Background: an optimization exercise with open tools, aiming at small area, a short achievable clock period and few clock cycles. Do not read the settings as production practice. In this exercise RTL edits were held to simulation tests only and were not proved equivalent to the original.

job 6135:
==> module cpuTop, before the edit <==
module cpuTop (
    input  logic                       clk,
    input  logic                       reset,
    output logic [32-1:0] wbAdr,
    output logic [32-1:0] wbDatW,
    output logic                       wbWe,
    output logic                       wbCyc,
    output logic                       wbStb,
    input  logic [32-1:0] wbDatR,
    input  logic                       wbAck,
    output logic                       outValid,
    output logic [32-1:0] outData
);
    localparam int W = 32;
    localparam int R = 4;
    localparam int P = 10;
    logic [W-1:0] adr;
    logic         cyc;
    logic         we;
    logic         dreq;       
    logic         dLoad;      
    logic [R-1:0] dRd;        
    logic         squash;     
    logic [W-1:0] oReg;       
    logic         outV;
    logic [P-1:0]     pc;      
    isaPkg::instrWord ir;
    logic             irValid;
    logic             irWait;  
    logic [W-1:0]     aReg;    
    logic [W-1:0]     bReg;    
    logic             useImm;
    logic             subOp;
    logic             fwdA;    
    logic             fwdB;    
    logic             fresh;   
    logic [W-1:0] res;
    logic         resPend;
    logic [R-1:0] resRd;
    logic [1:0] cls;
    logic [3:0] kind;
    logic       isAluClass;
    logic       isBranch;
    logic       isSpecial;
    logic       isLoad;
    logic       isStore;
    logic       isOut;
    logic       isMem;
    logic       predTaken;
    assign cls = ir.aluForm.cls;
    assign kind = {ir.ctlForm.kind, ir.ctlForm.variant};
    assign isAluClass = !cls[1];
    assign isBranch = (cls == isaPkg::branch);
    assign isSpecial = (cls == isaPkg::special);
    assign isLoad = isSpecial && (kind == isaPkg::kindLoad);
    assign isStore = isSpecial && (kind == isaPkg::kindStore);
    assign isOut = isSpecial && (kind == isaPkg::kindOut);
    assign isMem = isSpecial && (kind[3:1] == 3'b110);
    assign predTaken = (ir.ctlForm.variant == isaPkg::condAlways)
                    || ir.aluForm.imm[14-1];
    logic [W-1:0] opA;
    logic [W-1:0] opBFwd;
    logic [W-1:0] rtVal;
    logic [W-1:0] sum;
    logic [W-1:0] aluResult;
    logic [W-1:0] immExt;
    assign immExt = {{(W - 14){ir.aluForm.imm[14-1]}}, ir.aluForm.imm};
    assign opA = fwdA ? res : aReg;
    assign rtVal = fwdB ? res : bReg;
    assign opBFwd = (useImm ? immExt : rtVal) ^ {W{subOp}};
    alu alu_i (
        .func  (ir.aluForm.op),
        .isSub (subOp),
        .opA   (opA),
        .opB   (opBFwd),
        .sum   (sum),
        .result(aluResult)
    );
    logic condMet;
    always_comb begin
        case (ir.ctlForm.variant)
            isaPkg::condAlways:      condMet = 1'b1;
            isaPkg::condNegative:    condMet = opA[W-1];
            isaPkg::condNonNegative: condMet = !opA[W-1];
            default:                 condMet = (opA == '0);
        endcase
    end
    logic [P-1:0] target;
    assign target = pc + immExt[P-1:0];
    logic         redirect;
    logic [P-1:0] fixAdr;
    assign redirect = fresh && isBranch && (predTaken != condMet);
    assign fixAdr = condMet ? target : pc;
    isaPkg::instrWord fetched;
    logic             fIsBranch;
    logic             fPredTaken;
    logic             fUseImm;
    logic             fSub;
    assign fetched = wbDatR;
    assign fIsBranch = (fetched.aluForm.cls == isaPkg::branch);
    assign fPredTaken = fIsBranch && ((fetched.ctlForm.variant == isaPkg::condAlways)
                                      || fetched.aluForm.imm[14-1]);
    assign fUseImm = (fetched.aluForm.cls == isaPkg::aluImm) || fIsBranch
                  || ((fetched.aluForm.cls == isaPkg::special)
                      && (fetched.ctlForm.kind == 2'b11) && !fetched.ctlForm.variant[1]);
    assign fSub = !fetched.aluForm.cls[1] && (fetched.aluForm.op == isaPkg::opSub);
    logic [P-1:0] fTarget;
    assign fTarget = adr[P-1:0] + (fetched.aluForm.imm[P-1:0] + P'(32'd4));
    logic         aluExec;
    logic         dataAck;
    logic         loadAck;
    logic [W-1:0] rsData;
    logic [W-1:0] rtData;
    logic [W-1:0] aNext;
    logic [W-1:0] bNext;
    assign aluExec = fresh && isAluClass;
    assign dataAck = cyc && wbAck && dreq;
    assign loadAck = dataAck && dLoad;
    regFile regFile_i (
        .clk      (clk),
        .reset    (reset),
        .rsIdx    (fetched.aluForm.rs),
        .rtIdx    (fetched.aluForm.rt),
        .rdIdx    (resPend ? resRd : dRd),
        .writeEn  (resPend || loadAck),
        .writeData(resPend ? res : wbDatR),
        .rsData   (rsData),
        .rtData   (rtData)
    );
    assign aNext = (resPend && resRd == fetched.aluForm.rs) ? res : rsData;
    assign bNext = (resPend && resRd == fetched.aluForm.rt) ? res : rtData;
    logic         fetchAck;
    logic         goodFetch;
    logic         memNext;    
    logic [P-1:0] adrNext4;
    assign fetchAck = cyc && wbAck && !dreq;
    assign goodFetch = fetchAck && !squash && !redirect;
    assign memNext = irValid && !irWait && isMem;
    assign adrNext4 = adr[P-1:0] + P'(32'd4);
    always_ff @(posedge clk) begin
        if (reset) begin
            adr <= 32'h0000_0000;
            cyc <= 1'b1;
            we <= 1'b0;
            dreq <= 1'b0;
            squash <= 1'b0;
            irValid <= 1'b0;
            irWait <= 1'b0;
            fresh <= 1'b0;
            outV <= 1'b0;
            resPend <= 1'b0;
        end else begin
            fresh <= (goodFetch && !memNext) || (dataAck && irWait);
            outV <= fresh && isOut;
            resPend <= aluExec;
            if (fetchAck) begin
                irValid <= goodFetch;
            end
            if (goodFetch) begin
                irWait <= memNext;
                pc <= adrNext4;
                if (memNext) begin
                    adr <= sum;
                    we <= isStore;
                    dreq <= 1'b1;
                end else begin
                    adr <= W'(fPredTaken ? fTarget : adrNext4);
                end
            end else if (fetchAck) begin
                squash <= 1'b0;
                adr <= W'(redirect ? fixAdr : pc);
            end else if (dataAck) begin
                dreq <= 1'b0;
                we <= 1'b0;
                irWait <= 1'b0;
                adr <= W'((isBranch && predTaken) ? target : pc);
            end else if (redirect) begin
                squash <= 1'b1;
                pc <= fixAdr;
            end
        end
    end
    always_ff @(posedge clk) begin
        if (aluExec) begin
            res <= aluResult;
            resRd <= ir.aluForm.rd;
        end
        if (fresh && isOut) begin
            oReg <= sum;
        end else if (fetchAck && memNext) begin
            oReg <= rtVal;
        end
        if (fetchAck) begin
            dLoad <= isLoad;
            dRd <= ir.aluForm.rd;
            ir <= fetched;
            aReg <= aNext;
            bReg <= bNext;
            useImm <= fUseImm;
            subOp <= fSub;
            fwdA <= aluExec && (ir.aluForm.rd == fetched.aluForm.rs);
            fwdB <= aluExec && (ir.aluForm.rd == fetched.aluForm.rt);
        end else if (loadAck) begin
            if (ir.aluForm.rs == dRd) begin
                aReg <= wbDatR;
            end
            if (ir.aluForm.rt == dRd) begin
                bReg <= wbDatR;
            end
        end
    end
    assign wbAdr = adr;
    assign wbCyc = cyc;
    assign wbStb = cyc;
    assign wbWe = we;
    assign wbDatW = oReg;
    assign outValid = outV;
    assign outData = oReg;
endmodule
export LEC_CHECK = 0
export CAP_MARGIN = 20
export CORE_MARGIN = 2
export CORE_UTILIZATION = 40
export PLACE_DENSITY = 0.6
export SETUP_SLACK_MARGIN = 1.6
export SLEW_MARGIN = 20
export TNS_END_PERCENT = 100
create_clock -name core_clock -period 5.5 [get_ports {clk}]
run.sh (not shown) runs the stock make flow with config.mk's settings and CLKGATE_MAP_FILE= SYNTH_SCRIPT=/design/flow/synth_recipe.tcl, a recipe that flattens the netlist after the stock synthesis.
In summary, job 6135 completed successfully, with a layout that passed the timing, DRC and antenna checks.
Testbench counts of job 6135, summed over its fixed seeds: cycles 12,647.
## Diff of input files: job 6401 against job 6135
diff --git a/flow/design.v b/flow/design.v
--- a/flow/design.v
+++ b/flow/design.v
@@ -225,14 +225,9 @@
     logic [W-1:0]     aReg;    
     logic [W-1:0]     bReg;    
     logic             useImm;
     logic             subOp;
-    logic             fwdA;    
-    logic             fwdB;    
     logic             fresh;   
-    logic [W-1:0] res;
-    logic         resPend;
-    logic [R-1:0] resRd;
     logic [1:0] cls;
     logic [3:0] kind;
     logic       isAluClass;
     logic       isBranch;
@@ -259,10 +254,10 @@
     logic [W-1:0] sum;
     logic [W-1:0] aluResult;
     logic [W-1:0] immExt;
     assign immExt = {{(W - 14){ir.aluForm.imm[14-1]}}, ir.aluForm.imm};
-    assign opA = fwdA ? res : aReg;
-    assign rtVal = fwdB ? res : bReg;
+    assign opA = aReg;
+    assign rtVal = bReg;
     assign opBFwd = (useImm ? immExt : rtVal) ^ {W{subOp}};
     alu alu_i (
         .func  (ir.aluForm.op),
         .isSub (subOp),
@@ -315,16 +310,16 @@
         .clk      (clk),
         .reset    (reset),
         .rsIdx    (fetched.aluForm.rs),
         .rtIdx    (fetched.aluForm.rt),
-        .rdIdx    (resPend ? resRd : dRd),
-        .writeEn  (resPend || loadAck),
-        .writeData(resPend ? res : wbDatR),
+        .rdIdx    (dreq ? dRd : ir.aluForm.rd),
+        .writeEn  (aluExec || loadAck),
+        .writeData(dreq ? wbDatR : aluResult),
         .rsData   (rsData),
         .rtData   (rtData)
     );
-    assign aNext = (resPend && resRd == fetched.aluForm.rs) ? res : rsData;
-    assign bNext = (resPend && resRd == fetched.aluForm.rt) ? res : rtData;
+    assign aNext = (aluExec && ir.aluForm.rd == fetched.aluForm.rs) ? aluResult : rsData;
+    assign bNext = (aluExec && ir.aluForm.rd == fetched.aluForm.rt) ? aluResult : rtData;
     logic         fetchAck;
     logic         goodFetch;
     logic         memNext;    
     logic [P-1:0] adrNext4;
@@ -342,13 +337,11 @@
             irValid <= 1'b0;
             irWait <= 1'b0;
             fresh <= 1'b0;
             outV <= 1'b0;
-            resPend <= 1'b0;
         end else begin
             fresh <= (goodFetch && !memNext) || (dataAck && irWait);
             outV <= fresh && isOut;
-            resPend <= aluExec;
             if (fetchAck) begin
                 irValid <= goodFetch;
             end
             if (goodFetch) begin
@@ -375,12 +368,8 @@
             end
         end
     end
     always_ff @(posedge clk) begin
-        if (aluExec) begin
-            res <= aluResult;
-            resRd <= ir.aluForm.rd;
-        end
         if (fresh && isOut) begin
             oReg <= sum;
         end else if (fetchAck && memNext) begin
             oReg <= rtVal;
@@ -392,10 +381,8 @@
             aReg <= aNext;
             bReg <= bNext;
             useImm <= fUseImm;
             subOp <= fSub;
-            fwdA <= aluExec && (ir.aluForm.rd == fetched.aluForm.rs);
-            fwdB <= aluExec && (ir.aluForm.rd == fetched.aluForm.rt);
         end else if (loadAck) begin
             if (ir.aluForm.rs == dRd) begin
                 aReg <= wbDatR;
             end
Results
The run showing the smaller final instance count without filler cells is job 6401.
Per the comparison of job 6401 with job 6135, fraction of the mapped netlist area in compound gates increased 2.5 points, fraction of area in registers went down, number of buffer and inverter stages on the critical path moved up, detailed-routed wire length on met3 higher, worst hold slack higher.
Compared with job 6135, job 6401 shows a placement row count that is 3 lower.
Job 6401 vs job 6135 on amount of wire on met2 after detailed routing: job 6401 is the higher one.
For job 6135, the critical-path cell with the highest stage delay was and3_2, unlike job 6401, where it was edfxtp_1.
Job 6401 finished every stage and its layout cleared the timing, DRC and antenna checks.
Testbench counts of job 6401, summed over its fixed seeds: cycles 12,647.

[what the ideal ports hide]
The results above use ideal ports. As a check the final layouts listed here were re-extracted and re-timed, cells and wires unchanged. Step 1: set_driving_cell puts a clkbuf_16 on clk and a buf_2 on each other input, an assumption about the parent block. Step 2 times the ports against the registers' clock, not the clock port: input delays grow and output delays shrink by t, the midpoint of the rising clock arrivals with the driver on. a / b / c = no drivers / after step 1 / after step 2; a / b = the first two.
| run | t (ns) | slack for setup (ns) | hold slack, ns | latest minus earliest clock arrival (ns) | pins driven straight from the clock port |
|---|---|---|---|---|---|
| job 6135 | 0.715 | 1.618 / 1.651 / 0.942 | 0.459 / 0.459 / 0.459 | 0.034 / 0.034 | 1 |
| job 6401 | 0.692 | 1.475 / 1.475 / 0.955 | 0.475 / 0.475 / 0.475 | 0.035 / 0.035 | 1 |
After both steps setup and hold are still met in every run listed. The setup slack of job 6135, which loses most, moves by +0.033 ns with the drivers and by -0.676 ns with both steps.
